What follows belongs to an exercise in optimizing a design on an open flow for small area and a short achievable clock period; a production flow would make more cautious choices. RTL that was checked went through simulation tests only; none was proved equivalent to the original. Function not checked in run 1: the RTL went through the layout flow alone. Power and IR drop assume default switching activity.

==> flow/design.v (outline; a module is shown in full before it is edited, if it fits) <==
// module operand_classify: 35 lines
// module addsub_compare: 16 lines
// module addsub_prenorm: 50 lines
// module mul_prenorm: 19 lines
// module mantissa_arith: 875 lines
// module norm_add: 18 lines
// module norm_shift: 28 lines
// module result_select: 94 lines
// module fpu_top: 134 lines
module fpu_top (
	input  logic                        clk,
	input  logic                        arst_n,
	input  logic [fpu_pkg::FLOAT_W-1:0] opa,
	input  logic [fpu_pkg::FLOAT_W-1:0] opb,
	input  logic [1:0]                  fpu_op,    
	input  logic [1:0]                  rmode,     
	output logic [fpu_pkg::FLOAT_W-1:0] out,
	output logic                        inf,
	output logic                        snan,
	output logic                        qnan,
	output logic                        ine,
	output logic                        overflow,
	output logic                        underflow,
	output logic                        zero
);
  // ...
==> flow/run.sh <==
#!/bin/bash
# synth_recipe.tcl (not shown) runs the flow's synth.tcl, then flattens the netlist and writes it again
# the make line also repeats each setting of config.mk as NAME=value (left out here)
make -C /OpenROAD-flow-scripts/flow DESIGN_CONFIG=/design/flow/config.mk WORK_HOME=/design/flow/orfs CLKGATE_MAP_FILE= SYNTH_SCRIPT=/design/flow/synth_recipe.tcl finish
==> flow/config.mk <==
export PLATFORM = sky130hd
export DESIGN_NAME = fpu_top
export DESIGN_NICKNAME = fpu_top
export VERILOG_FILES = /design/flow/design.v
export SDC_FILE = /design/flow/constraint.sdc
export NUM_CORES = 4
export LEC_CHECK = 0
export ABC_AREA = 1
export CAP_MARGIN = 20
export CORE_MARGIN = 2
export CORE_UTILIZATION = 40
export SETUP_SLACK_MARGIN = 5
export SLEW_MARGIN = 20
==> flow/constraint.sdc <==
create_clock -name core_clock -period 8.5 [get_ports {clk}]
set_input_delay 1.7000 -clock core_clock [delete_from_list [all_inputs] [get_ports {clk}]]
set_output_delay 1.7000 -clock core_clock [all_outputs]
set_load 0.01 [all_outputs]
==> results by group, run 1 <==
Synthesis
  – XOR/XNOR Fraction of Synth Area: 11.3%
  – Multiplexer share of the synthesized area: 0.202%
  – Largest family of logic cells by synthesized area: adder cells
  – Adder-cell share of the synthesized area: 23.7%

Drt
  – Via density: 5.59
  – Wire length on met2: 43,700 um
  – WL final: 101,000 um
  – Antenna violation net count after detailed routing: 0

Critical path
  – Req. time, crit path: 8.90 ns
  – Cell count along the critical path: 15
  – Critical path class: reg2reg

Power
  – Comb. pwr: 8.01 mW
  – Clock power frac: 14.9%

Final layout
  – Register area: 7750 sq um
  – Biggest regs: s1_p (38), s2_p (38), s0_p (37)
  – Inverters: 581
  – Finished Cell Area: 35,500 sq um
  – Fin util: 48.4%
  – Multi-input logic area: 20,100 sq um
  – Sequential share of cell area: 21.8%

Clock network
  – CTS Hold Bufs: 0
  – Clock insertion delay at the later pin of the skew report: 0.61 ns

Floorplan
  – Die width: 277 um
  – N_taps: 959

STA
  – Period utilization: 41.9%
  – Max Clk Rate: 281 MHz
  – Least-Margin Pin Slew: 1.02 ns

Global route
  – Initial antenna violation count: 1
  – Vias in the first global route: 26.4k

Run status
  – Status: timing/DRC/antenna clean
==> module norm_shift, before the edit <==
module norm_shift (
	input  logic [27:0]       x,
	input  logic              low_sticky,
	input  logic signed [9:0] exp_in,   
	output logic [22:0]       mant,
	output logic              guard,
	output logic              sticky,
	output logic signed [9:0] exp_n,
	output logic              is_zero
);
	logic [4:0]  lz;
	logic [28:0] norm;
	always_comb
	begin
		lz = 5'd0;
		for (int i = 0; i < 28; i++)
		begin
			if (x[i])
				lz = 5'(27 - i);   
		end
	end
	assign is_zero = (x == '0);   
	assign norm    = {x, low_sticky} << lz;
	assign guard   = norm[4];
	assign sticky  = |norm[3:0];
	assign mant    = norm[27:5];
	assign exp_n   = exp_in - $signed({5'b0, lz});   
endmodule
==> module result_select, before the edit <==
module result_select (
	input  logic [22:0]       mant,
	input  logic              guard,
	input  logic              sticky,
	input  logic signed [9:0] exp_n,
	input  logic              sign,
	input  logic [1:0]        rmode,
	input  logic              is_zero,
	input  logic              zero_sign,
	input  logic              spec_nan,
	input  logic              spec_inf,
	input  logic              spec_zero,
	input  logic              spec_sign,
	input  logic              spec_snan,
	output logic [31:0]       out,
	output logic              inf,
	output logic              snan,
	output logic              qnan,
	output logic              ine,
	output logic              overflow,
	output logic              underflow,
	output logic              zero
);
	logic              round_up, carry, to_inf, unf, ovf;
	logic [22:0]       mant_rnd;
	logic signed [9:0] exp_f;
	always_comb
	begin
		case (rmode)
			RM_NEAREST: round_up = guard & (sticky | mant[0]);   
			RM_UP:      round_up = ~sign & (guard | sticky);
			RM_DOWN:    round_up = sign & (guard | sticky);
			default:    round_up = 1'b0;
		endcase
	end
	assign to_inf = (rmode == RM_NEAREST)
		| ((rmode == RM_UP) & ~sign)
		| ((rmode == RM_DOWN) & sign);
	assign carry    = round_up & (&mant);             
	assign mant_rnd = mant + 23'(round_up);           
	assign exp_f    = exp_n + $signed({9'b0, carry});
	assign unf      = (exp_f < 10'sd1);
	assign ovf      = (exp_f >= 10'sd255);
	always_comb
	begin
		out       = {sign, exp_f[7:0], mant_rnd};
		inf       = 1'b0;
		snan      = 1'b0;
		qnan      = 1'b0;
		ine       = guard | sticky;
		overflow  = 1'b0;
		underflow = 1'b0;
		zero      = 1'b0;
		if (spec_nan)
		begin
			out  = QNAN_CANON;
			qnan = 1'b1;
			snan = spec_snan;
			ine  = 1'b0;
		end
		else if (spec_inf)
		begin
			out = {spec_sign, 8'hff, 23'b0};
			inf = 1'b1;
			ine = 1'b0;
		end
		else if (spec_zero)
		begin
			out  = {spec_sign, 31'b0};
			zero = 1'b1;
			ine  = 1'b0;
		end
		else if (is_zero)
		begin
			out  = {zero_sign, 31'b0};   
			zero = 1'b1;
			ine  = 1'b0;
		end
		else if (unf)
		begin
			out       = {sign, 31'b0};   
			underflow = 1'b1;
			ine       = 1'b1;
			zero      = 1'b1;
		end
		else if (ovf)
		begin
			out      = to_inf ? {sign, 8'hff, 23'b0} : {sign, 8'hfe, {23{1'b1}}};
			inf      = to_inf;
			overflow = 1'b1;
			ine      = 1'b1;
		end
	end
endmodule
==> module fpu_top, before the edit <==
module fpu_top (
	input  logic                        clk,
	input  logic                        arst_n,
	input  logic [fpu_pkg::FLOAT_W-1:0] opa,
	input  logic [fpu_pkg::FLOAT_W-1:0] opb,
	input  logic [1:0]                  fpu_op,    
	input  logic [1:0]                  rmode,     
	output logic [fpu_pkg::FLOAT_W-1:0] out,
	output logic                        inf,
	output logic                        snan,
	output logic                        qnan,
	output logic                        ine,
	output logic                        overflow,
	output logic                        underflow,
	output logic                        zero
);
	logic [31:0]       opa_r, opb_r;
	logic              mul_r, sub_r;
	logic [1:0]        rmode_r;
	logic [11:0]       bx1, bx2, bneg, bx1_r, bx2_r, bneg_r;
	logic              abig, abig_r, anorm_r, bnorm_r;
	logic [7:0]        diff, diff_r;
	logic [47:MUL_K]   pp0, pp1, pp2, rows0, rows1;
	logic              lo_carry, lo_zero, lc_p, lzero_p;
	logic [27:0]       as0, as1;
	logic [7:0]        exp_big;
	logic              sign_as, zsign_d;
	logic              nan_d, inf_d, zero_d, ssign_d, snan_d;
	logic [47:MUL_K]   s0_p, s1_p, s2_p;
	logic signed [9:0] exp_p;
	logic              sign_p, zsign_p;
	logic [1:0]        rmode_p;
	logic [4:0]        spec_p;
	logic [27:0]       x_d, x_a;
	logic              ls_d, ls_a;
	logic signed [9:0] exp_a;
	logic              sign_a, zsign_a;
	logic [1:0]        rmode_a;
	logic [4:0]        spec_a;
	logic [22:0]       mant_d, mant_n;
	logic              guard_d, sticky_d, isz_d;
	logic signed [9:0] expn_d, exp_n;
	logic              guard_n, sticky_n, sign_n, zsign_n, isz_n;
	logic [1:0]        rmode_n;
	logic [4:0]        spec_n;
	logic [31:0]       out_d;
	logic [6:0]        flags_d;
	mul_prenorm u_mul_pre (.frac(opb[22:0]), .m(fpu_op[1]), .x1(bx1), .x2(bx2), .neg(bneg));
	addsub_compare u_compare (.opa, .opb, .a_big(abig), .diff);
	always_ff @(posedge clk)
	begin
		opa_r   <= opa;
		opb_r   <= opb;
		mul_r   <= fpu_op[1];   
		sub_r   <= fpu_op[0];
		rmode_r <= rmode;
		bx1_r   <= bx1;
		bx2_r   <= bx2;
		bneg_r  <= bneg;
		abig_r  <= abig;
		anorm_r <= |opa[30:23];
		bnorm_r <= |opb[30:23];
		diff_r  <= diff;
	end
	operand_classify u_classify (
		.opa(opa_r), .opb(opb_r), .is_mul(mul_r), .is_sub(sub_r),
		.spec_nan(nan_d), .spec_inf(inf_d), .spec_zero(zero_d), .spec_sign(ssign_d), .spec_snan(snan_d)
	);
	mantissa_arith u_arith (
		.a({1'b1, opa_r[22:0]}), .x1(bx1_r), .x2(bx2_r), .neg(bneg_r), .m(mul_r),
		.s0(pp0), .s1(pp1), .s2(pp2), .lo_carry, .lo_zero
	);
	addsub_prenorm u_addsub_pre (
		.opa(opa_r), .opb(opb_r), .a_big(abig_r), .a_norm(anorm_r), .b_norm(bnorm_r), .diff(diff_r),
		.is_mul(mul_r), .is_sub(sub_r), .rmode(rmode_r), .row0(as0), .row1(as1), .exp_big, .sign_as, .zero_sign(zsign_d)
	);
	assign rows0 = pp0 | {as0, (20 - MUL_K)'(0)};
	assign rows1 = pp1 | {as1, (20 - MUL_K)'(0)};
	always_ff @(posedge clk)
	begin
		s0_p    <= rows0;
		s1_p    <= rows1;
		s2_p    <= pp2;
		lc_p    <= lo_carry;
		lzero_p <= lo_zero;
		exp_p   <= mul_r ? $signed({2'b00, opa_r[30:23]}) + $signed({2'b00, opb_r[30:23]}) - 10'sd127
		                 : $signed({2'b00, exp_big});
		sign_p  <= mul_r ? opa_r[31] ^ opb_r[31] : sign_as;
		zsign_p <= zsign_d;
		rmode_p <= rmode_r;
		spec_p  <= {nan_d, inf_d, zero_d, ssign_d, snan_d};
	end
	norm_add u_add (
		.s0(s0_p), .s1(s1_p), .s2(s2_p), .lo_carry(lc_p), .lo_zero(lzero_p), .x(x_d), .low_sticky(ls_d)
	);
	always_ff @(posedge clk)
	begin
		x_a     <= x_d;
		ls_a    <= ls_d;
		exp_a   <= exp_p + 10'sd1;   
		sign_a  <= sign_p;
		zsign_a <= zsign_p;
		rmode_a <= rmode_p;
		spec_a  <= spec_p;
	end
	norm_shift u_shift (
		.x(x_a), .low_sticky(ls_a), .exp_in(exp_a),
		.mant(mant_d), .guard(guard_d), .sticky(sticky_d), .exp_n(expn_d), .is_zero(isz_d)
	);
	always_ff @(posedge clk)
	begin
		mant_n   <= mant_d;
		guard_n  <= guard_d;
		sticky_n <= sticky_d;
		exp_n    <= expn_d;
		sign_n   <= sign_a;
		zsign_n  <= zsign_a;
		rmode_n  <= rmode_a;
		isz_n    <= isz_d;
		spec_n   <= spec_a;
	end
	result_select u_result (
		.mant(mant_n), .guard(guard_n), .sticky(sticky_n), .exp_n, .sign(sign_n), .rmode(rmode_n),
		.is_zero(isz_n), .zero_sign(zsign_n),
		.spec_nan(spec_n[4]), .spec_inf(spec_n[3]), .spec_zero(spec_n[2]), .spec_sign(spec_n[1]), .spec_snan(spec_n[0]),
		.out(out_d), .inf(flags_d[6]), .snan(flags_d[5]), .qnan(flags_d[4]), .ine(flags_d[3]),
		.overflow(flags_d[2]), .underflow(flags_d[1]), .zero(flags_d[0])
	);
	always_ff @(posedge clk)
	begin
		out <= out_d;
		{inf, snan, qnan, ine, overflow, underflow, zero} <= flags_d;
	end
endmodule
==> inputs of run 2 (changes only) <==
--- a/flow/design.v
+++ b/flow/design.v
@@ -1037,14 +1037,12 @@
 module norm_shift (
 	input  logic [27:0]       x,
 	input  logic              low_sticky,
-	input  logic signed [9:0] exp_in,   
 	output logic [22:0]       mant,
 	output logic              guard,
 	output logic              sticky,
-	output logic signed [9:0] exp_n,
+	output logic [4:0]        lz,
 	output logic              is_zero
 );
-	logic [4:0]  lz;
 	logic [28:0] norm;
 	always_comb
 	begin
@@ -1060,14 +1058,14 @@
 	assign guard   = norm[4];
 	assign sticky  = |norm[3:0];
 	assign mant    = norm[27:5];
-	assign exp_n   = exp_in - $signed({5'b0, lz});   
 endmodule
 import fpu_pkg::*;
 module result_select (
 	input  logic [22:0]       mant,
 	input  logic              guard,
 	input  logic              sticky,
-	input  logic signed [9:0] exp_n,
+	input  logic signed [9:0] exp_in,   
+	input  logic [4:0]        lz,
 	input  logic              sign,
 	input  logic [1:0]        rmode,
 	input  logic              is_zero,
@@ -1088,7 +1086,8 @@
 );
 	logic              round_up, carry, to_inf, unf, ovf;
 	logic [22:0]       mant_rnd;
-	logic signed [9:0] exp_f;
+	logic signed [9:0] exp_n, exp_n1, exp_f;
+	logic              unf0, unf1, ovf0, ovf1;
 	always_comb
 	begin
 		case (rmode)
@@ -1103,9 +1102,15 @@
 		| ((rmode == RM_DOWN) & sign);
 	assign carry    = round_up & (&mant);             
 	assign mant_rnd = mant + 23'(round_up);           
-	assign exp_f    = exp_n + $signed({9'b0, carry});
-	assign unf      = (exp_f < 10'sd1);
-	assign ovf      = (exp_f >= 10'sd255);
+	assign exp_n    = exp_in - $signed({5'b0, lz});
+	assign exp_n1   = exp_in + 10'sd1 - $signed({5'b0, lz});
+	assign unf0     = (exp_n < 10'sd1);
+	assign unf1     = (exp_n1 < 10'sd1);
+	assign ovf0     = (exp_n >= 10'sd255);
+	assign ovf1     = (exp_n1 >= 10'sd255);
+	assign exp_f    = carry ? exp_n1 : exp_n;
+	assign unf      = carry ? unf1 : unf0;
+	assign ovf      = carry ? ovf1 : ovf0;
 	always_comb
 	begin
 		out       = {sign, exp_f[7:0], mant_rnd};
@@ -1199,7 +1204,8 @@
 	logic [4:0]        spec_a;
 	logic [22:0]       mant_d, mant_n;
 	logic              guard_d, sticky_d, isz_d;
-	logic signed [9:0] expn_d, exp_n;
+	logic [4:0]        lz_d, lz_n;
+	logic signed [9:0] exp_n;
 	logic              guard_n, sticky_n, sign_n, zsign_n, isz_n;
 	logic [1:0]        rmode_n;
 	logic [4:0]        spec_n;
@@ -1264,15 +1270,16 @@
 		spec_a  <= spec_p;
 	end
 	norm_shift u_shift (
-		.x(x_a), .low_sticky(ls_a), .exp_in(exp_a),
-		.mant(mant_d), .guard(guard_d), .sticky(sticky_d), .exp_n(expn_d), .is_zero(isz_d)
+		.x(x_a), .low_sticky(ls_a),
+		.mant(mant_d), .guard(guard_d), .sticky(sticky_d), .lz(lz_d), .is_zero(isz_d)
 	);
 	always_ff @(posedge clk)
 	begin
 		mant_n   <= mant_d;
 		guard_n  <= guard_d;
 		sticky_n <= sticky_d;
-		exp_n    <= expn_d;
+		exp_n    <= exp_a;
+		lz_n     <= lz_d;
 		sign_n   <= sign_a;
 		zsign_n  <= zsign_a;
 		rmode_n  <= rmode_a;
@@ -1280,7 +1287,7 @@
 		spec_n   <= spec_a;
 	end
 	result_select u_result (
-		.mant(mant_n), .guard(guard_n), .sticky(sticky_n), .exp_n, .sign(sign_n), .rmode(rmode_n),
+		.mant(mant_n), .guard(guard_n), .sticky(sticky_n), .exp_in(exp_n), .lz(lz_n), .sign(sign_n), .rmode(rmode_n),
 		.is_zero(isz_n), .zero_sign(zsign_n),
 		.spec_nan(spec_n[4]), .spec_inf(spec_n[3]), .spec_zero(spec_n[2]), .spec_sign(spec_n[1]), .spec_snan(spec_n[0]),
 		.out(out_d), .inf(flags_d[6]), .snan(flags_d[5]), .qnan(flags_d[4]), .ine(flags_d[3]),
--- a/flow/config.mk
+++ b/flow/config.mk
@@ -11,3 +11,4 @@
 export CORE_UTILIZATION = 40
 export SETUP_SLACK_MARGIN = 5
 export SLEW_MARGIN = 20
+export TNS_END_PERCENT = 5
==> results by group, run 2 <==
Power
  – Clock power frac: 14.7% (was 14.9%)
  – Max rail drop VDD: 239 uV (was 202 uV)
  – Seq pwr share: 22.6% (was 22.4%)
  – Switch share: 47.1% (was 46.2%)
  – Pint: 6.67 mW (was 6.88 mW)
  – Leakage: 16.1 nW (was 16.2 nW)
  – NetSw: 5.93 mW (was 5.90 mW)
  – Power density over the cells: 359 nW/um^2 (was 360 nW/um^2)
  – Combinational share of power: 62.7% (about the same)

Clock network
  – CTS H-tree lvls: 2 (unchanged)
  – CTS Hold Bufs: 0 (unchanged)
  – Clock tree from TritonCTS: built (unchanged)
  – Root Driver: clkbuf_16 (unchanged)
  – # clock sinks: 385 (was 380)
  – Reg clk slew, reported paths: 0.06 ns (about the same)
  – Total CTS buffers: 42 (unchanged)
  – Clock insertion delay at the later pin of the skew report: 0.61 ns (about the same)
  – Clock buffer depth: 3 (unchanged)

Placement
  – Post-DP HPWL: 71,200 um (was 70,500 um)
  – Final GP Congestion: 0.955 (was 0.951)
  – Placed Instances: 4,655 (was 4,554)
  – I/O Buffers: 107 (unchanged)

Critical path
  – Worst path max stage delay: 0.49 ns (was 0.54 ns)
  – Cell mode on critical path: fa_1 (unchanged)
  – CP cell instances: inv_1, buf_6, o22ai_1, xor2_1, fa_1, fa_1, fa_1, inv_1, fa_1, inv_1, fa_1, a21oi_1, o21ai_1 (was buf_12, clkinvlp_4, buf_4, o22ai_2, xor2_1, fa_1, fa_2, inv_1, fa_1, inv_1, fa_1, inv_2, fa_2, a21oi_1, o21ai_1)
  – Type of origin of the critical path: register (unchanged)
  – Req. time, crit path: 8.92 ns (was 8.90 ns)
  – Critical Path End: s1_p[30] (was s1_p[32])
  – Critical path class: reg2reg (unchanged)
  – R2r setup slk: 4.91 ns (was 4.94 ns)
  – CP startpoint: opa_r[21] (was opa_r[22])
  – Family with the most delay on the worst path: adder cells (unchanged)
  – Critical R2R Capture: s1_p[30] (was s1_p[32])
  – Slowest CP cell: fa_1 (was fa_2)
  – Reg2Reg Launch Point: opa_r[21] (was opa_r[22])
  – Worst path buffer plus inverter count: 4 (was 6)
  – Critical Path End Type: register (unchanged)
  – Worst Path Arrival: 4.01 ns (was 3.96 ns)
  – Worst r2r path cells: 13 (was 15)
  – Cell count along the critical path: 13 (was 15)
  – Crit-path max FO: 24 (was 6)

Final layout
  – Layout cells sized above 1: 10.6% (was 14.2%)
  – Multi-input logic area: 20,100 sq um (about the same)
  – Post-Layout Cell Count: 4,822 (was 4,767)
  – Number of fill cells: 7,342 (was 7,087)
  – Fin nets: 4,306 (was 4,253)
  – Most frequent cells in the layout: inv_1 (522), nand2_1 (478), xor2_1 (346) (was inv_1 (503), nand2_1 (481), xor2_1 (340))
  – Register area: 7800 sq um (was 7750 sq um)
  – Biggest regs: s1_p (38), s2_p (38), s0_p (37) (unchanged)
  – Commonest non-fill, non-tap cell in the layout: inv_1 (unchanged)
  – Area grow syn2layout: 15.3% (was 19.3%)
  – Fin util: 46.4% (was 48.4%)

Global route
  – Initial antenna violation count: 4 (was 1)
  – Vias in the first global route: 25.7k (was 26.4k)
  – GRT overflow: 0 (unchanged)
  – Largest net degree at the start of global routing: 44 (was 55)
  – GRT Overall Usage: 25.2% (was 25.9%)
  – First-pass GRT wire length: 152,000 um (was 155,000 um)

Synthesis
  – Post-synth top flop: dfxtp_1 (unchanged)
  – Top post-synthesis cells by area: dfxtp_1 (25%), fa_1 (17%), xor2_1 (10%) (was dfxtp_1 (26%), fa_1 (17%), xor2_1 (10%))
  – Mapped Area: 30,400 sq um (was 29,700 sq um)
  – Count leader, synth: inv_1 (unchanged)
  – Mapped Nets: 4,227 (was 4,128)
  – Share of the synthesized area in the top cell type: 25.3% (was 25.6%)
  – Post-synth ARST share: 0% (unchanged)
  – Post-synth top cells: inv_1 (547), nand2_1 (485), dfxtp_1 (385), xor2_1 (347), o22ai_1 (319) (was inv_1 (532), nand2_1 (498), dfxtp_1 (380), xor2_1 (346), o22ai_1 (315))
  – Syn Area/Cell: 8.15 sq um (about the same)
  – Post-synth cell types: 70 (was 62)
  – Synth Register Bits: 385 (was 380)
  – Post-synth top area cell: dfxtp_1 (unchanged)
  – Synth Warn #: 5 (unchanged)
  – EDFF count, synth: 0 (unchanged)
  – Synthesized instance count: 3,733 (was 3,649)
  – Register area share after synthesis: 25.3% (was 25.6%)

Floorplan
  – Starting Density: 40.2% (was 40.6%)
  – Die Span Y: 280 um (was 277 um)
  – Area of the core: 75,700 sq um (was 73,300 sq um)
  – Die width: 280 um (was 277 um)
  – Die area: 78,300 sq um (was 76,600 sq um)
  – Cell row count: 101 (was 99)
  – IO Count: 109 (unchanged)

STA
  – Worst relative slew slack: 30.5% (was 31.1%)
  – Final Hold Fails: 0 (unchanged)
  – Finish-stage setup viols: 0 (unchanged)
  – Layout Skew: 0.0436 ns (about the same)
  – Max Clk Rate: 278 MHz (was 281 MHz)
  – Period utilization: 42.3% (was 41.9%)
  – Least-Margin Pin Slew: 1.04 ns (was 1.02 ns)
  – Fin crit period: 3.59 ns (was 3.56 ns)
  – Max Slew Vio Count: 0 (unchanged)
  – Setup TNS: 0 ns (unchanged)
  – RSZ-0062 raised after global routing: yes (unchanged)

Drt
  – Antenna violation net count after detailed routing: 0 (unchanged)
  – WL final: 101,000 um (about the same)
  – Pre-antenna DRT Iters: 6 (unchanged)
  – 1st-iter DRT viols: 2,686 (was 2,567)
  – Vias: 26.6k (about the same)
  – Number of remaining DRC errors: 0 (unchanged)
  – Via density: 5.51 (was 5.59)
  – Wire per inst: 20.9 um (was 21.2 um)

Run
  – Max cap viols: 0 (unchanged)

Run status
  – Status: timing/DRC/antenna clean (unchanged)

Hold path
  – Hold WC Path Type: reg2reg (unchanged)
[run 2: power by group through the flow]
| stage | sequential (mW) | combinational [mW] | clock (mW) |
|---|---|---|---|
| after floorplan | 2.79 | 5.44 | 0 |
| after global placement | 2.87 | 7.37 | 0 |
| after detailed placement | 2.88 | 7.42 | 0 |
| after CTS | 2.85 | 7.52 | 1.91 |
| after global routing | 2.91 | 8.89 | 1.97 |
| final | 2.85 | 7.90 | 1.85 |
[run 2: metal layers]
metal | routed length, um | share of wire, % | up-vias | GRT usage (%)
met1 | 41900 | 42 | 12400 | 33.5
met2 | 42200 | 42 | 1415 | 37.7
li1 | - | - | 12400 | -
met3 | 10800 | 11 | 331 | 6.75
met4 | 5680 | 5.6 | 6 | 12.4
met5 | 32 | 0.032 | - | 0
[run 2: per-stage QoR]
| stage | area [sq um] | total power, mW | worst slack, ns | hold WS, ns |
|---|---|---|---|---|
| 3_5_place_dp | 32200 | 10.3 | 3.83 | 0.312 |
| 6_report | 35100 | 12.6 | 4.91 | 0.314 |
| 4_1_cts | 34300 | 12.3 | 4.79 | 0.309 |
| 3_3_place_gp | 32200 | 10.2 | 3.84 | 0.310 |
| 5_1_grt | 35100 | 13.8 | 4.83 | 0.322 |
| 2_1_floorplan | 30500 | 8.23 | 4.76 | 0.310 |
[run 2: worst min path at each step]
| stage | cells after the start | slack [ns] | to | startpoint |
|---|---|---|---|---|
| finish | 0 | 0.31 | exp_n[1] | exp_a[1] |
| CTS | 0 | 0.31 | exp_n[1] | exp_a[1] |
| floorplan | 0 | 0.31 | exp_n[0] | exp_a[0] |
| global route | 0 | 0.32 | spec_n[0] | spec_a[0] |
| detailed placement | 0 | 0.31 | exp_n[4] | exp_a[4] |
| global placement | 0 | 0.31 | rmode_a[1] | rmode_p[1] |
[run 2: timing repair]
action,in CTS,in global routing
setup buffers,43,30
cloned,14,4
resized for setup,85,170
pin swaps,2,20
endpoints found under the setup margin,89,117
[run 2: logic make-up after synthesis]
group / Yosys count / share of synthesized area, %
and+or+nand+nor: 976 / 14.5
buffers and inverters: 786 / 9.99
AOI/OAI and AO/OA: 763 / 14.8
adders and majority gates: 424 / 23.9
xor gates and xnor gates: 392 / 11.3
DFF: 385 / 25.3
muxes: 7 / 0.238
[run 2: area by class of cell]
class	count	share of cell area, %
clock inverters	24	0.916
flip-flops and latches	385	22.2
multi-input cells	2562	57.2
diodes	1	0.00713
clock buffers	51	3.18
well taps	978	3.49
inverters	584	6.74
repair inverters	18	0.360
repair buffers	219	5.88
[run 2: worst reg2reg max path, stage by stage (launching register included)]
cell	delay, ns
dfxtp_2	0.44
inv_1	0.08
buf_6	0.19
o22ai_1	0.18
xor2_1	0.20
fa_1	0.49
fa_1	0.41
fa_1	0.39
inv_1	0.10
fa_1	0.18
inv_1	0.05
fa_1	0.43
a21oi_1	0.14
o21ai_1	0.14
==> inputs of run 3 (changes only) <==
==> flow/flow/run.sh (new file) <==
#!/bin/bash
set -euo pipefail
bash standard.sh SETUP_SLACK_MARGIN=5.5 finish > standard.log 2>&1
==> flow/standard.sh (new file) <==
#!/bin/bash
# synth_recipe.tcl (not shown) runs the flow's synth.tcl, then flattens the netlist and writes it again
# the make line also repeats each setting of config.mk as NAME=value (left out here)
make -C /OpenROAD-flow-scripts/flow DESIGN_CONFIG=/design/flow/config.mk WORK_HOME=/design/flow/orfs CLKGATE_MAP_FILE= SYNTH_SCRIPT=/design/flow/synth_recipe.tcl "${@:-finish}"
--- a/flow/config.mk
+++ b/flow/config.mk
@@ -9,6 +9,4 @@
 export CAP_MARGIN = 20
 export CORE_MARGIN = 2
 export CORE_UTILIZATION = 40
-export SETUP_SLACK_MARGIN = 5
 export SLEW_MARGIN = 20
-export TNS_END_PERCENT = 5
removed: flow/run.sh
==> results by group, run 3 <==
Critical path
  – Worst path max stage delay: 0.57 ns (was 0.49 ns)
  – Cell mode on critical path: fa_2 (was fa_1)
  – Critical Path End Type: register (unchanged)
  – CP cell instances: clkinvlp_4, buf_4, o22ai_4, xor2_2, fa_1, fa_2, fa_2, inv_2, fa_2, a21oi_2, o21ai_2 (was inv_1, buf_6, o22ai_1, xor2_1, fa_1, fa_1, fa_1, inv_1, fa_1, inv_1, fa_1, a21oi_1, o21ai_1)
  – Worst r2r path cells: 11 (was 13)
  – Reg2Reg Launch Point: bx1_r[10] (was opa_r[21])
  – Critical R2R Capture: s1_p[26] (was s1_p[30])
  – R2r setup slk: 4.99 ns (was 4.91 ns)
  – Slowest CP cell: fa_1 (unchanged)
  – Crit-path max FO: 6 (was 24)
  – Worst Path Arrival: 3.94 ns (was 4.01 ns)
  – Critical path class: reg2reg (unchanged)
  – Req. time, crit path: 8.92 ns (about the same)
  – Type of origin of the critical path: register (unchanged)

Drt
  – 1st-iter DRT viols: 2,637 (was 2,686)
  – Pre-antenna DRT Iters: 8 (was 6)
  – Antenna violation net count after detailed routing: 0 (unchanged)
  – Via density: 5.70 (was 5.51)
  – Vias: 28.5k (was 26.6k)
  – Number of remaining DRC errors: 0 (unchanged)
  – Wire per inst: 22.6 um (was 20.9 um)
  – WL final: 113,000 um (was 101,000 um)

Synthesis
  – Post-synth top cells: inv_1 (547), nand2_1 (485), dfxtp_1 (385), xor2_1 (347), o22ai_1 (319) (unchanged)
  – Count leader, synth: inv_1 (unchanged)
  – Mapped Area: 30,400 sq um (unchanged)
  – Synth Register Bits: 385 (unchanged)
  – Multiplexer share of the synthesized area: 0.238% (unchanged)
  – Synth Warn #: 5 (unchanged)
  – Synth Area in Compound Gates: 14.8% (unchanged)
  – XOR/XNOR Fraction of Synth Area: 11.3% (unchanged)
  – Mapped Nets: 4,227 (unchanged)
  – Top post-synthesis cells by area: dfxtp_1 (25%), fa_1 (17%), xor2_1 (10%) (unchanged)
  – Share of the synthesized area in the top cell type: 25.3% (unchanged)
  – Post-synth ARST share: 0% (unchanged)
  – Largest family of logic cells by synthesized area: adder cells (unchanged)
  – Post-synth top area cell: dfxtp_1 (unchanged)
  – Register area share after synthesis: 25.3% (unchanged)
  – Post-synth cell types: 70 (unchanged)
  – EDFF count, synth: 0 (unchanged)
  – Post-synth top flop: dfxtp_1 (unchanged)
  – Syn Area/Cell: 8.15 sq um (unchanged)
  – Synthesized instance count: 3,733 (unchanged)
  – Post-Synth Simple-Gate Area: 14.5% (unchanged)
  – Adder-cell share of the synthesized area: 23.9% (unchanged)

Clock network
  – Clock insertion delay at the later pin of the skew report: 0.60 ns (was 0.61 ns)
  – CTS H-tree lvls: 2 (unchanged)
  – Clock tree from TritonCTS: built (unchanged)
  – Total CTS buffers: 43 (was 42)
  – Reg clk slew, reported paths: 0.06 ns (about the same)
  – # clock sinks: 385 (unchanged)
  – CTS Hold Bufs: 0 (unchanged)
  – Root Driver: clkbuf_16 (unchanged)
  – Clock buffer depth: 3 (unchanged)

Hold path
  – Min-Delay Endpoint: rmode_n[1] (was exp_n[1])
  – HP Start: rmode_a[1] (was exp_a[1])
  – Worst Hold Depth: 0 (unchanged)
  – Hold WC Path Type: reg2reg (unchanged)

Power
  – Leakage: 18.1 nW (was 16.1 nW)
  – Clock power frac: 12.5% (was 14.7%)
  – Max rail drop VDD: 283 uV (was 239 uV)
  – Combinational share of power: 69.3% (was 62.7%)
  – Power, Total: 15.8 mW (was 12.6 mW)
  – NetSw: 7.35 mW (was 5.93 mW)
  – Power density over the cells: 384 nW/um^2 (was 359 nW/um^2)
  – Seq pwr share: 18.2% (was 22.6%)
  – Pint: 8.43 mW (was 6.67 mW)
  – Switch share: 46.6% (was 47.1%)

STA
  – Max Clk Rate: 285 MHz (was 278 MHz)
  – Final Hold Fails: 0 (unchanged)
  – Finish-stage setup viols: 0 (unchanged)
  – Layout Skew: 0.0236 ns (was 0.0436 ns)
  – Least-Margin Pin Slew: 1.32 ns (was 1.04 ns)
  – Worst relative slew slack: 11.6% (was 30.5%)
  – Max Slew Vio Count: 0 (unchanged)
  – Setup TNS: 0 ns (unchanged)
  – Period utilization: 41.3% (was 42.3%)
  – RSZ-0062 raised after global routing: yes (unchanged)
  – Fin crit period: 3.51 ns (was 3.59 ns)

Floorplan
  – Die area: 78,300 sq um (unchanged)
  – Die Span Y: 280 um (unchanged)
  – IO Count: 109 (unchanged)
  – Die width: 280 um (unchanged)
  – Starting Density: 40.2% (unchanged)
  – Area of the core: 75,700 sq um (unchanged)
  – Cell row count: 101 (unchanged)

Global route
  – First-pass GRT wire length: 165,000 um (was 152,000 um)
  – Vias in the first global route: 27.5k (was 25.7k)
  – Initial antenna violation count: 1 (was 4)
  – GRT overflow: 0 (unchanged)
  – Largest net degree at the start of global routing: 40 (was 44)
  – GRT Overall Usage: 27.6% (was 25.2%)

Run status
  – Status: timing/DRC/antenna clean (unchanged)

Run
  – Max cap viols: 0 (unchanged)

Final layout
  – Biggest regs: s1_p (38), s2_p (38), s0_p (37) (unchanged)
  – Fin util: 54.4% (was 46.4%)
  – Diodes inserted: 0 (was 1)
  – Area grow syn2layout: 35.2% (was 15.3%)
  – Commonest non-fill, non-tap cell in the layout: inv_1 (unchanged)
  – Fin nets: 4,487 (was 4,306)
  – Most frequent cells in the layout: inv_1 (436), nand2_1 (405), dfxtp_1 (322) (was inv_1 (522), nand2_1 (478), xor2_1 (346))
  – Layout cells sized above 1: 31.3% (was 10.6%)

Placement
  – Final GP Congestion: 0.943 (was 0.955)
  – Post-DP HPWL: 72,100 um (was 71,200 um)
  – I/O Buffers: 107 (unchanged)
run 3: kinds of logic after synthesis:
logic type	count (synthesis)
DFF	385
adders and majority gates	424
muxes	7
AOI/OAI and AO/OA	763
and+or+nand+nor	976
xor gates and xnor gates	392
buffers and inverters	786
run 3: power by group through the flow:
stage               sequential [mW]  clock (mW)  combinational [mW]
global placement               2.87           0                7.50
finish                         2.87        1.98                10.9
detailed placement             2.88           0                7.54
global route                   2.93        2.09                11.9
CTS                            2.85        2.02                9.03
floorplan                      2.79           0                5.56
run 3: repair_timing:
action                                  in CTS  in global routing
endpoints found under the setup margin     201                150
pin swaps                                  195                241
resized for setup                          778                515
cloned                                      31                  8
buffers inserted                           161                 77
run 3: layout make-up:
class,instances,area [sq um]
Fill cell,6636,34500
Multi-Input combinational cell,2569,23700
Sequential cell,385,7880
Timing Repair Buffer,385,4020
Inverter,584,2620
Tap cell,978,1220
Clock buffer,56,1150
Clock inverter,24,357
Timing Repair inverter,25,201
run 3: critical path, delay by kind of cell, from the launching register on:
kind | cells | cell delay [ns]
AO/OA/AOI/OAI | 3 | 0.39
adder cells (fa/ha/maj) | 4 | 1.94
XOR/XNOR | 1 | 0.10
buffers and inverters | 3 | 0.46
flip-flops | 1 | 0.44
run 3: routing by layer:
metal / GRT usage [%] / vias to the layer above / part of all wire, % / wire (um)
met2: 42.0 / 1718 / 43 / 49100
met4: 14.5 / 2 / 6.2 / 7060
met3: 7.52 / 485 / 11 / 12600
li1: - / 12800 / - / -
met1: 35.8 / 13500 / 39 / 44500
met5: 0 / - / 0.014 / 16
run 3: through the flow:
step	setup WS [ns]	hold WS, ns	std cells	cell area (sq um)
after global placement	3.87	0.311	4649	32600
after global routing	4.90	0.326	5006	41200
final	4.99	0.321	5006	41200
after floorplan	4.76	0.310	3733	31700
after detailed placement	3.86	0.312	4649	32600
after CTS	5.08	0.320	4921	38200
run 3: worst max-delay path by stage:
stage | start | endpoint | slack [ns] | cells after the start
floorplan | opa[23] | diff_r[7] | 4.76 | 13
global placement | opa[26] | diff_r[7] | 3.87 | 13
detailed placement | opa[26] | diff_r[7] | 3.86 | 13
CTS | diff_r[1] | s1_p[20] | 5.08 | 14
global route | lz_n[2] | out[2] | 4.90 | 22
finish | bx1_r[10] | s1_p[26] | 4.99 | 11
==> inputs of run 4 (changes only) <==
==> flow/run.sh (new file) <==
#!/bin/bash
# synth_recipe.tcl (not shown) runs the flow's synth.tcl, then flattens the netlist and writes it again
# the make line also repeats each setting of config.mk as NAME=value (left out here)
make -C /OpenROAD-flow-scripts/flow DESIGN_CONFIG=/design/flow/config.mk WORK_HOME=/design/flow/orfs CLKGATE_MAP_FILE= SYNTH_SCRIPT=/design/flow/synth_recipe.tcl finish
--- a/flow/config.mk
+++ b/flow/config.mk
@@ -9,4 +9,5 @@
 export CAP_MARGIN = 20
 export CORE_MARGIN = 2
 export CORE_UTILIZATION = 40
+export SETUP_SLACK_MARGIN = 5
 export SLEW_MARGIN = 20
removed: flow/flow/run.sh
removed: flow/standard.sh
==> results by group, run 4 <==
Placement
  – Placed Area: 32,200 sq um (was 32,600 sq um)
  – Post-DP HPWL: 71,200 um (was 72,100 um)
  – Placement Setup Slack: 3.86 ns (about the same)
  – Final GP Congestion: 0.948 (was 0.943)
  – I/O Buffers: 107 (unchanged)

Synthesis
  – Synth Warn #: 5 (unchanged)
  – Post-synth cell types: 70 (unchanged)
  – EDFF count, synth: 0 (unchanged)
  – Synthesized instance count: 3,733 (unchanged)
  – Post-synth top cells: inv_1 (547), nand2_1 (485), dfxtp_1 (385), xor2_1 (347), o22ai_1 (319) (unchanged)
  – Post-synth top area cell: dfxtp_1 (unchanged)
  – Top post-synthesis cells by area: dfxtp_1 (25%), fa_1 (17%), xor2_1 (10%) (unchanged)
  – Synth Register Bits: 385 (unchanged)
  – Mapped Area: 30,400 sq um (unchanged)
  – Register area share after synthesis: 25.3% (unchanged)
  – Post-synth ARST share: 0% (unchanged)
  – Mapped Nets: 4,227 (unchanged)
  – Post-synth top flop: dfxtp_1 (unchanged)
  – Syn Area/Cell: 8.15 sq um (unchanged)
  – Share of the synthesized area in the top cell type: 25.3% (unchanged)
  – Count leader, synth: inv_1 (unchanged)

STA
  – Max Slew Vio Count: 0 (unchanged)
  – Least-Margin Pin Slew: 1.02 ns (was 1.32 ns)
  – Finish-stage setup viols: 0 (unchanged)
  – RSZ-0062 raised after global routing: yes (unchanged)
  – Final Hold Fails: 0 (unchanged)
  – Period utilization: 40.8% (was 41.3%)
  – Setup TNS: 0 ns (unchanged)
  – Layout Skew: 0.0410 ns (was 0.0236 ns)
  – Fin crit period: 3.47 ns (was 3.51 ns)
  – Worst relative slew slack: 31.5% (was 11.6%)
  – Max Clk Rate: 288 MHz (was 285 MHz)
  – Worst Setup Slack, final: 5.03 ns (was 4.99 ns)

Power
  – Leakage: 16.4 nW (was 18.1 nW)
  – Power density over the cells: 359 nW/um^2 (was 384 nW/um^2)
  – Max rail drop VDD: 222 uV (was 283 uV)

Critical path
  – Type of origin of the critical path: register (unchanged)
  – Critical Path End Type: register (unchanged)
  – R2r setup slk: 5.03 ns (was 4.99 ns)
  – Crit-path max FO: 12 (was 6)
  – Worst Path Arrival: 3.90 ns (was 3.94 ns)
  – Req. time, crit path: 8.94 ns (was 8.92 ns)
  – Worst r2r path cells: 14 (was 11)
  – Reg2Reg Launch Point: opa_r[21] (was bx1_r[10])
  – Critical R2R Capture: s1_p[32] (was s1_p[26])
  – Critical path class: reg2reg (unchanged)

Final layout
  – Layout cells sized above 1: 13.7% (was 31.3%)
  – Commonest non-fill, non-tap cell in the layout: inv_1 (unchanged)
  – Most frequent cells in the layout: inv_1 (516), nand2_1 (478), xor2_1 (340) (was inv_1 (436), nand2_1 (405), dfxtp_1 (322))
  – Biggest regs: s1_p (38), s2_p (38), s0_p (37) (unchanged)
  – Fin nets: 4,336 (was 4,487)
  – Register area: 7830 sq um (was 7880 sq um)
  – Multi-input logic area: 20,500 sq um (was 23,700 sq um)
  – Area grow syn2layout: 18.0% (was 35.2%)
  – Finished Cell Area: 35,900 sq um (was 41,200 sq um)
  – Number of fill cells: 7,274 (was 6,636)

Drt
  – Pre-antenna DRT Iters: 6 (was 8)
  – Number of remaining DRC errors: 0 (unchanged)
  – Wire per inst: 21.1 um (was 22.6 um)
  – Antenna violation net count after detailed routing: 0 (unchanged)
  – WL final: 102,000 um (was 113,000 um)
  – Vias: 27.0k (was 28.5k)
  – 1st-iter DRT viols: 2,754 (was 2,637)
  – Via density: 5.56 (was 5.70)

Clock network
  – Clock insertion delay at the later pin of the skew report: 0.60 ns (about the same)
  – Total CTS buffers: 42 (was 43)
  – CTS Hold Bufs: 0 (unchanged)
  – Clock buffer depth: 3 (unchanged)
  – Root Driver: clkbuf_16 (unchanged)
  – Clock tree from TritonCTS: built (unchanged)
  – # clock sinks: 385 (unchanged)
  – CTS H-tree lvls: 2 (unchanged)
  – Reg clk slew, reported paths: 0.06 ns (about the same)

Global route
  – GRT overflow: 0 (unchanged)
  – Initial antenna violation count: 3 (was 1)
  – Vias in the first global route: 26.0k (was 27.5k)
  – First-pass GRT wire length: 154,000 um (was 165,000 um)
  – Largest net degree at the start of global routing: 54 (was 40)
  – GRT Overall Usage: 25.5% (was 27.6%)

Floorplan
  – IO Count: 109 (unchanged)
  – Die Span Y: 280 um (unchanged)
  – Die width: 280 um (unchanged)
  – Die area: 78,300 sq um (unchanged)
  – Starting Density: 40.2% (unchanged)
  – Cell row count: 101 (unchanged)
  – Area of the core: 75,700 sq um (unchanged)

Hold path
  – HP Start: spec_a[4] (was rmode_a[1])
  – Hold WC Path Type: reg2reg (unchanged)
  – Min-Delay Endpoint: spec_n[4] (was rmode_n[1])
  – Worst Hold Depth: 0 (unchanged)

Run
  – Max cap viols: 0 (unchanged)

Run status
  – Status: timing/DRC/antenna clean (unchanged)
==> run 4: cell types whose count changed in the layout (fill, tap and decap cells not counted), moves of 73 or more <==
cell	delta
buf_6	-75
fa_1	+87
fa_2	-87
inv_1	+80
inv_2	-77
nand2_1	+73
nand3_1	+91
==> run 4: cells by family after synthesis <==
logic type,Yosys count,synth area share [%]
flops,385,25.3
compound gates,763,14.8
buf+inv,786,9.99
simple gates,976,14.5
xor+xnor,392,11.3
mux,7,0.238
fa+ha+maj,424,23.9
==> run 4: layer usage <==
layer	vias to the layer above	GRT usage (%)	share of wire [%]
li1	12500	-	-
met1	12700	34.3	42
met2	1481	38.9	43
met3	332	5.95	10
met4	2	11.3	5.4
met5	-	0	0.012
==> run 4: what timing repair did <==
item	4_1_cts	5_1_grt
buffers inserted	57	44
gates resized for setup	166	216
pin swaps	3	54
gates cloned	18	4
endpoints found under the setup margin	93	80
endpoints found under the hold margin	0	0
==> run 4: final cells by class <==
class | instances | area share (%)
Sequential cell | 385 | 21.8
Clock buffer | 52 | 3.25
Timing Repair inverter | 20 | 0.355
Antenna cell | 1 | 0.00697
Multi-Input combinational cell | 2563 | 57.0
Inverter | 584 | 6.73
Timing Repair Buffer | 246 | 6.51
Tap cell | 978 | 3.41
Clock inverter | 25 | 0.937
==> run 4: how the worst max path moves through the flow <==
stage               startpoint   endpoint  slack (ns)  cells past startpoint
global placement       opa[26]  diff_r[7]        3.87                     13
global route          s2_p[11]    x_a[26]        4.86                     25
floorplan              opa[23]  diff_r[7]        4.76                     13
CTS                  opa_r[21]   s1_p[30]        4.93                     13
detailed placement     opa[26]  diff_r[7]        3.86                     13
finish               opa_r[21]   s1_p[32]        5.03                     14
==> run 4: power by group <==
group	switching, mW	internal, mW	leakage (nW)	total, mW
Clock	0.794	1.15	0.729	1.94
Combinational	4.85	3.27	12.4	8.12
Sequential	0.372	2.46	3.24	2.83
Total	6.02	6.88	16.4	12.9
==> run 4: per-stage QoR <==
step,power [mW],cells,hold WS [ns],util (%)
2_1_floorplan,8.23,3733,0.310,-
3_3_place_gp,10.2,4653,0.310,42.6
3_5_place_dp,10.3,4653,0.312,42.6
4_1_cts,12.4,4805,0.317,45.9
5_1_grt,14.1,4853,0.313,47.4
6_report,12.9,4854,0.320,47.4
==> run 4: worst max-delay path, stage by stage (launching register included) <==
cell and delay, ns:
dfxtp_4 0.41, clkinvlp_4 0.13, buf_12 0.17, o22ai_4 0.12
xor2_2 0.10, fa_1 0.41, fa_1 0.50, inv_1 0.06
fa_2 0.39, inv_1 0.11, fa_1 0.17, inv_1 0.05
fa_1 0.41, a21oi_1 0.12, o21ai_1 0.13
==> inputs of run 5 (changes only) <==
--- a/flow/config.mk
+++ b/flow/config.mk
@@ -8,6 +8,7 @@
 export ABC_AREA = 1
 export CAP_MARGIN = 20
 export CORE_MARGIN = 2
-export CORE_UTILIZATION = 40
+export CORE_UTILIZATION = 60
+export PLACE_DENSITY = 0.75
 export SETUP_SLACK_MARGIN = 5
 export SLEW_MARGIN = 20
==> results by group, run 5 <==
Run status
  – Status: timing/DRC/antenna clean (unchanged)

Global route
  – Vias in the first global route: 27.4k (was 26.0k)
  – GRT overflow: 0 (unchanged)
  – GRT Overall Usage: 37.7% (was 25.5%)
  – First-pass GRT wire length: 154,000 um (about the same)
  – Initial antenna violation count: 2 (was 3)
  – Largest net degree at the start of global routing: 55 (was 54)

Power
  – Seq pwr share: 21.7% (was 21.9%)
  – Switch share: 47.6% (was 46.7%)
  – Leakage: 16.5 nW (was 16.4 nW)
  – Max rail drop VDD: 294 uV (was 222 uV)
  – NetSw: 6.29 mW (was 6.02 mW)
  – Clock power frac: 14.2% (was 15.1%)
  – Combinational share of power: 64.0% (was 63.0%)
  – Power, Total: 13.2 mW (was 12.9 mW)
  – Power density over the cells: 369 nW/um^2 (was 359 nW/um^2)
  – Pint: 6.93 mW (was 6.88 mW)

Drt
  – Via density: 6.30 (was 5.56)
  – Number of remaining DRC errors: 0 (unchanged)
  – WL final: 105,000 um (was 102,000 um)
  – 1st-iter DRT viols: 4,215 (was 2,754)
  – Vias: 28.9k (was 27.0k)
  – Antenna violation net count after detailed routing: 0 (unchanged)
  – Pre-antenna DRT Iters: 12 (was 6)
  – Wire per inst: 22.9 um (was 21.1 um)

Critical path
  – Critical Path End: s1_p[28] (was s1_p[32])
  – Critical Path End Type: register (unchanged)
  – Critical path class: reg2reg (unchanged)
  – Worst r2r path cells: 10 (was 14)
  – Worst path max stage delay: 0.66 ns (was 0.50 ns)
  – Slowest CP cell: fa_1 (unchanged)
  – Cell mode on critical path: fa_1 (unchanged)
  – CP startpoint: opa_r[20] (was opa_r[21])
  – R2r setup slk: 4.92 ns (was 5.03 ns)
  – Crit-path max FO: 25 (was 12)
  – Critical R2R Capture: s1_p[28] (was s1_p[32])
  – Type of origin of the critical path: register (unchanged)
  – Worst Path Arrival: 3.99 ns (was 3.90 ns)
  – Reg2Reg Launch Point: opa_r[20] (was opa_r[21])
  – CP cell instances: inv_6, o22ai_1, xor2_1, fa_1, fa_1, inv_1, fa_1, inv_1, fa_1, o311ai_1 (was clkinvlp_4, buf_12, o22ai_4, xor2_2, fa_1, fa_1, inv_1, fa_2, inv_1, fa_1, inv_1, fa_1, a21oi_1, o21ai_1)
  – Req. time, crit path: 8.91 ns (was 8.94 ns)

Floorplan
  – Die Span Y: 229 um (was 280 um)
  – Cell row count: 82 (was 101)
  – Starting Density: 60.8% (was 40.2%)
  – Area of the core: 50,100 sq um (was 75,700 sq um)
  – Die width: 229 um (was 280 um)
  – IO Count: 109 (unchanged)
  – Die area: 52,500 sq um (was 78,300 sq um)

STA
  – Least-Margin Pin Slew: 1.13 ns (was 1.02 ns)
  – Worst Setup Slack, final: 4.92 ns (was 5.03 ns)
  – Worst relative slew slack: 23.7% (was 31.5%)
  – Setup TNS: 0 ns (unchanged)
  – Layout Skew: 0.0111 ns (was 0.0410 ns)
  – Max Slew Vio Count: 0 (unchanged)
  – Period utilization: 42.1% (was 40.8%)
  – Final Hold Fails: 0 (unchanged)
  – Fin crit period: 3.58 ns (was 3.47 ns)
  – Max Clk Rate: 279 MHz (was 288 MHz)
  – Finish-stage setup viols: 0 (unchanged)
  – Hold_ws: 0.323 ns (was 0.320 ns)
  – RSZ-0062 raised after global routing: yes (unchanged)

Synthesis
  – Synthesized instance count: 3,733 (unchanged)
  – Mapped Area: 30,400 sq um (unchanged)
  – Post-synth top flop: dfxtp_1 (unchanged)
  – EDFF count, synth: 0 (unchanged)
  – Post-synth cell types: 70 (unchanged)
  – Post-synth top area cell: dfxtp_1 (unchanged)
  – Syn Area/Cell: 8.15 sq um (unchanged)
  – Synth Register Bits: 385 (unchanged)
  – Post-synth top cells: inv_1 (547), nand2_1 (485), dfxtp_1 (385), xor2_1 (347), o22ai_1 (319) (unchanged)
  – Share of the synthesized area in the top cell type: 25.3% (unchanged)
  – Mapped Nets: 4,227 (unchanged)
  – Register area share after synthesis: 25.3% (unchanged)
  – Count leader, synth: inv_1 (unchanged)
  – Top post-synthesis cells by area: dfxtp_1 (25%), fa_1 (17%), xor2_1 (10%) (unchanged)
  – Post-synth ARST share: 0% (unchanged)
  – Synth Warn #: 5 (unchanged)

Final layout
  – Fin nets: 4,384 (was 4,336)
  – Commonest non-fill, non-tap cell in the layout: inv_1 (unchanged)
  – Biggest regs: s1_p (38), s2_p (38), s0_p (37) (unchanged)
  – Finished Cell Area: 35,800 sq um (was 35,900 sq um)
  – Number of fill cells: 3,856 (was 7,274)
  – Most frequent cells in the layout: inv_1 (514), nand2_1 (475), xor2_1 (340) (was inv_1 (516), nand2_1 (478), xor2_1 (340))
  – Post-Layout Cell Count: 4,590 (was 4,854)
  – Area grow syn2layout: 17.7% (was 18.0%)
  – Fin util: 71.6% (was 47.4%)
  – Layout cells sized above 1: 14.7% (was 13.7%)

Clock network
  – # clock sinks: 385 (unchanged)
  – Total CTS buffers: 43 (was 42)
  – Reg clk slew, reported paths: 0.06 ns (about the same)
  – Clock buffer depth: 3 (unchanged)
  – CTS H-tree lvls: 2 (unchanged)
  – Root Driver: clkbuf_16 (unchanged)
  – Clock insertion delay at the later pin of the skew report: 0.61 ns (was 0.60 ns)
  – Clock tree from TritonCTS: built (unchanged)

Placement
  – Placed Instances: 4,338 (was 4,653)
  – Final GP Congestion: 0.995 (was 0.948)
  – Placed Area: 31,800 sq um (was 32,200 sq um)
  – I/O Buffers: 107 (unchanged)
  – Placement Setup Slack: 3.86 ns (about the same)
  – Post-DP HPWL: 66,900 um (was 71,200 um)

Hold path
  – Hold WC Path Type: reg2reg (unchanged)
  – HP Start: exp_a[9] (was spec_a[4])

Run
  – Max cap viols: 0 (unchanged)
[run 5: cell counts after synthesis]
No cell type changed its count.
[run 5: cell type report]
type | instances | area (sq um) | area share, %
multi-input combinational | 2564 | 20500 | 57.1
timing repair inverter | 27 | 194 | 0.541
clock inverter | 20 | 264 | 0.737
antenna | 2 | 5.00 | 0.0140
tap | 672 | 841 | 2.35
inverter | 584 | 2440 | 6.80
sequential | 385 | 7850 | 21.9
timing repair buffer | 285 | 2640 | 7.37
clock buffer | 51 | 1150 | 3.20
[run 5: layer usage]
metal	wire length, um	track usage (%)	share of wire, %	vias to the layer above
met5	161	0	0.15	-
met4	7180	19.5	6.8	8
met3	15400	15.1	15	664
met2	43100	54.7	41	2276
met1	39400	48.3	37	13400
li1	-	-	-	12600
[run 5: worst max-delay path: cells and delay by family, from the launching register on]
family / cells / cell delay, ns
xor+xnor: 1 / 0.29
compound gates: 2 / 0.56
flops: 1 / 0.46
fa+ha+maj: 4 / 1.74
buf+inv: 3 / 0.30
[run 5: how the worst min path moves through the flow]
stage | end | cells after the start | slack [ns]
3_3_place_gp | zsign_a | 0 | 0.31
6_report | exp_n[9] | 0 | 0.32
2_1_floorplan | exp_n[0] | 0 | 0.31
5_1_grt | exp_n[9] | 0 | 0.32
3_5_place_dp | rmode_a[1] | 0 | 0.31
4_1_cts | exp_n[9] | 0 | 0.32
[run 5: cell families (layout without fill, tap and decap cells)]
family / Yosys count / in the layout / share of synthesized area (%)
muxes: 7 / 7 / 0.238
and+or+nand+nor: 976 / 978 / 14.5
adders and majority gates: 424 / 424 / 23.9
AOI/OAI and AO/OA: 763 / 763 / 14.8
buffers and inverters: 786 / 967 / 9.99
other: 0 / 2 / 0
xor gates and xnor gates: 392 / 392 / 11.3
DFF: 385 / 385 / 25.3
[run 5: what timing repair did]
item | in CTS | in global routing
gates cloned | 25 | 4
pin swaps | 5 | 50
hold buffers | 0 | 0
setup endpoints to repair | 97 | 95
buffers inserted | 61 | 89
resized for setup | 177 | 228
[run 5: power groups by stage]
stage	combinational [mW]	sequential (mW)	clock, mW
after detailed placement	7.38	2.89	0
after CTS	7.53	2.87	1.89
final	8.46	2.87	1.88
after global placement	7.26	2.87	0
after global routing	9.30	2.94	1.97
after floorplan	5.44	2.79	0
==> inputs of run 6 (changes only) <==
==> flow/flow/run.sh (new file) <==
#!/bin/bash
# The standard layout with config.mk's settings, but plain buffers (not the
# delay cells buffer_ports picks by default) on the input and output ports.
set -euo pipefail
bash standard.sh "BUFFER_PORTS_ARGS=-buffer_cell sky130_fd_sc_hd__buf_1" finish > standard.log 2>&1
==> flow/standard.sh (new file) <==
#!/bin/bash
# synth_recipe.tcl (not shown) runs the flow's synth.tcl, then flattens the netlist and writes it again
# the make line also repeats each setting of config.mk as NAME=value (left out here)
make -C /OpenROAD-flow-scripts/flow DESIGN_CONFIG=/design/flow/config.mk WORK_HOME=/design/flow/orfs CLKGATE_MAP_FILE= SYNTH_SCRIPT=/design/flow/synth_recipe.tcl "${@:-finish}"
--- a/flow/config.mk
+++ b/flow/config.mk
@@ -8,7 +8,6 @@
 export ABC_AREA = 1
 export CAP_MARGIN = 20
 export CORE_MARGIN = 2
-export CORE_UTILIZATION = 60
-export PLACE_DENSITY = 0.75
+export CORE_UTILIZATION = 40
 export SETUP_SLACK_MARGIN = 5
 export SLEW_MARGIN = 20
removed: flow/run.sh
==> results by group, run 6 <==
Synthesis
  – Mapped Nets: 4,227 (unchanged)
  – Share of the synthesized area in the top cell type: 25.3% (unchanged)
  – Register area share after synthesis: 25.3% (unchanged)
  – Top post-synthesis cells by area: dfxtp_1 (25%), fa_1 (17%), xor2_1 (10%) (unchanged)
  – Post-synth top cells: inv_1 (547), nand2_1 (485), dfxtp_1 (385), xor2_1 (347), o22ai_1 (319) (unchanged)
  – Synth Register Bits: 385 (unchanged)
  – Mapped Area: 30,400 sq um (unchanged)
  – Post-synth top area cell: dfxtp_1 (unchanged)
  – Synthesized instance count: 3,733 (unchanged)
  – EDFF count, synth: 0 (unchanged)
  – Synth Warn #: 5 (unchanged)
  – Post-synth cell types: 70 (unchanged)
  – Syn Area/Cell: 8.15 sq um (unchanged)
  – Post-synth top flop: dfxtp_1 (unchanged)
  – Count leader, synth: inv_1 (unchanged)
  – Post-synth ARST share: 0% (unchanged)

STA
  – Final Hold Fails: 0 (unchanged)
  – Hold_ws: 0.319 ns (was 0.323 ns)
  – Worst relative slew slack: 28.7% (was 23.7%)
  – Max Slew Vio Count: 0 (unchanged)
  – Max Clk Rate: 286 MHz (was 279 MHz)
  – Finish-stage setup viols: 0 (unchanged)
  – Least-Margin Pin Slew: 1.07 ns (was 1.13 ns)
  – Layout Skew: 0.0316 ns (was 0.0111 ns)
  – Worst Setup Slack, final: 5.00 ns (was 4.92 ns)
  – Setup TNS: 0 ns (unchanged)
  – RSZ-0062 raised after global routing: yes (unchanged)
  – Period utilization: 41.1% (was 42.1%)
  – Fin crit period: 3.50 ns (was 3.58 ns)

Drt
  – Antenna violation net count after detailed routing: 0 (unchanged)
  – Vias: 27.1k (was 28.9k)
  – Via density: 5.57 (was 6.30)
  – Pre-antenna DRT Iters: 6 (was 12)
  – Wire per inst: 20.8 um (was 22.9 um)
  – Number of remaining DRC errors: 0 (unchanged)
  – WL final: 101,000 um (was 105,000 um)
  – 1st-iter DRT viols: 2,605 (was 4,215)

Clock network
  – CTS H-tree lvls: 2 (unchanged)
  – Total CTS buffers: 42 (was 43)
  – Root Driver: clkbuf_16 (unchanged)
  – # clock sinks: 385 (unchanged)
  – Clock tree from TritonCTS: built (unchanged)
  – Clock buffer depth: 3 (unchanged)
  – Clock insertion delay at the later pin of the skew report: 0.60 ns (was 0.61 ns)
  – Reg clk slew, reported paths: 0.08 ns (was 0.06 ns)
  – CTS Hold Bufs: 0 (unchanged)

Floorplan
  – Die area: 78,300 sq um (was 52,500 sq um)
  – Cell row count: 101 (was 82)
  – Die Span Y: 280 um (was 229 um)
  – Area of the core: 75,700 sq um (was 50,100 sq um)
  – IO Count: 109 (unchanged)
  – Starting Density: 40.2% (was 60.8%)
  – Die width: 280 um (was 229 um)

Power
  – Seq pwr share: 22.1% (was 21.7%)
  – Max rail drop VDD: 227 uV (was 294 uV)
  – NetSw: 6.06 mW (was 6.29 mW)
  – Leakage: 16.1 nW (was 16.5 nW)
  – Clock power frac: 15.5% (was 14.2%)
  – Switch share: 47.2% (was 47.6%)
  – Power density over the cells: 364 nW/um^2 (was 369 nW/um^2)
  – Pint: 6.78 mW (was 6.93 mW)
  – Combinational share of power: 62.4% (was 64.0%)
  – Power, Total: 12.8 mW (was 13.2 mW)

Critical path
  – Type of origin of the critical path: register (unchanged)
  – Critical path class: reg2reg (unchanged)
  – Worst path max stage delay: 0.59 ns (was 0.66 ns)
  – CP cell instances: buf_4, clkinvlp_4, o22ai_1, xor2_1, fa_1, fa_1, fa_2, inv_2, fa_1, a21oi_1, o21ai_1 (was inv_6, o22ai_1, xor2_1, fa_1, fa_1, inv_1, fa_1, inv_1, fa_1, o311ai_1)
  – Req. time, crit path: 8.92 ns (was 8.91 ns)
  – Critical Path End Type: register (unchanged)
  – CP startpoint: bx1_r[7] (was opa_r[20])
  – Worst path buffer plus inverter count: 3 (unchanged)
  – Reg2Reg Launch Point: bx1_r[7] (was opa_r[20])
  – Worst Path Arrival: 3.92 ns (was 3.99 ns)
  – Family with the most delay on the worst path: adder cells (unchanged)
  – Cell mode on critical path: fa_1 (unchanged)
  – Crit-path max FO: 5 (was 25)
  – Slowest CP cell: fa_1 (unchanged)

Final layout
  – Most frequent cells in the layout: inv_1 (516), nand2_1 (478), dfxtp_1 (340) (was inv_1 (514), nand2_1 (475), xor2_1 (340))
  – Commonest non-fill, non-tap cell in the layout: inv_1 (unchanged)
  – Layout cells sized above 1: 13.5% (was 14.7%)
  – Fin nets: 4,352 (was 4,384)
  – Area grow syn2layout: 16.0% (was 17.7%)
  – Biggest regs: s1_p (38), s2_p (38), s0_p (37) (unchanged)
  – Post-Layout Cell Count: 4,870 (was 4,590)
  – Number of fill cells: 7,328 (was 3,856)

Global route
  – Largest net degree at the start of global routing: 52 (was 55)
  – Initial antenna violation count: 4 (was 2)
  – GRT Overall Usage: 25.1% (was 37.7%)
  – GRT overflow: 0 (unchanged)
  – Vias in the first global route: 25.9k (was 27.4k)
  – First-pass GRT wire length: 152,000 um (was 154,000 um)

Placement
  – Post-DP HPWL: 70,900 um (was 66,900 um)
  – Final GP Congestion: 0.962 (was 0.995)
  – Placed Instances: 4,653 (was 4,338)
  – I/O Buffers: 107 (unchanged)
  – Placement Setup Slack: 4.18 ns (was 3.86 ns)

Run status
  – Status: timing/DRC/antenna clean (unchanged)

Hold path
  – HP Start: spec_p[4] (was exp_a[9])
  – Hold WC Path Type: reg2reg (unchanged)

Run
  – Max cap viols: 0 (unchanged)
==> run 6: layout make-up <==
class                   count  area [sq um]  area share, %
repair inverters           21           140          0.397
clock buffers              51          1140           3.24
repair buffers            262          1900           5.38
clock inverters            26           397           1.12
multi-input cells        2562         20300           57.4
diodes                      1          2.50        0.00709
inverters                 584          2410           6.82
flip-flops and latches    385          7820           22.2
well taps                 978          1220           3.47
==> run 6: power by group through the flow <==
stage / clock network, mW / logic, mW / registers (mW)
6_report: 1.99 / 8.02 / 2.84
5_1_grt: 2.10 / 8.99 / 2.91
4_1_cts: 2.03 / 7.45 / 2.84
3_5_place_dp: 0 / 7.32 / 2.87
3_3_place_gp: 0 / 7.26 / 2.86
2_1_floorplan: 0 / 5.44 / 2.79
==> run 6: worst paths after layout <==
check        depth (start not counted)   endpoint  slack (ns)
max                                 11   s1_p[32]        5.00
min                                  0  spec_a[4]        0.32
max reg2reg                         11   s1_p[32]        5.00
min reg2reg                          0  spec_a[4]        0.32
==> run 6: worst reg2reg max path: cells and delay by family, from the launching register on <==
kind | cells | cell delay, ns
adder cells (fa/ha/maj) | 4 | 1.67
XOR/XNOR | 1 | 0.21
buffers and inverters | 3 | 0.47
flip-flops | 1 | 0.44
AO/OA/AOI/OAI | 3 | 0.53
==> run 6: cell families after synthesis <==
group	Yosys count	share of synthesized area, %
and+or+nand+nor	976	14.5
buffers and inverters	786	9.99
AOI/OAI and AO/OA	763	14.8
adders and majority gates	424	23.9
muxes	7	0.238
DFF	385	25.3
xor gates and xnor gates	392	11.3
==> run 6: through the flow <==
stage / utilization, % / instance area (sq um)
finish: 46.6 / 35300
global route: 46.6 / 35300
CTS: 45.0 / 34100
detailed placement: 41.7 / 31600
global placement: 41.7 / 31600
floorplan: - / 30500
==> run 6: repair_timing <==
| item | CTS | global route |
|---|---|---|
| endpoints found under the setup margin | 87 | 81 |
| cloned | 17 | 6 |
| resized for setup | 158 | 183 |
| pin swaps | 3 | 50 |
| buffers inserted | 52 | 64 |
==> run 6: metal layers <==
layer	global-route usage (%)	share of wire [%]	up-vias
met5	0	0.027	-
met1	33.9	41	12700
met3	5.84	11	350
met2	38.4	43	1542
met4	10.9	5.1	4
li1	-	-	12500

port drivers added, routing unchanged:
The results above use ideal ports. As a check the final layouts listed here were re-extracted and re-timed, cells and wires unchanged.
Step 1: set_driving_cell puts a clkbuf_16 on clk and a buf_2 on each other input, an assumption about the parent block.
Step 2 times the ports against the registers' clock, not the clock port: input delays grow and output delays shrink by t, the midpoint of the rising clock arrivals with the driver on.
a / b / c = ideal / step 1 / step 2; a / b = the first two.
| run | t (ns) | setup slack, ns | worst setup path at the end |
|---|---|---|---|
| run 1 | 0.653 | 4.941 / 4.941 / 4.495 | input to register |
| run 2 | 0.659 | 4.906 / 4.906 / 4.316 | input to register |
| run 3 | 0.655 | 4.986 / 4.986 / 4.587 | input to register |
| run 4 | 0.648 | 5.032 / 5.032 / 4.495 | input to register |
| run 5 | 0.669 | 4.920 / 4.920 / 4.493 | input to register |
| run 6 | 0.641 | 5.003 / 5.003 / 4.491 | input to register |
After both steps setup and hold are still met in every run listed. The setup slack of run 2, which loses most, moves by 0.000 ns with the drivers and by -0.590 ns with both steps.
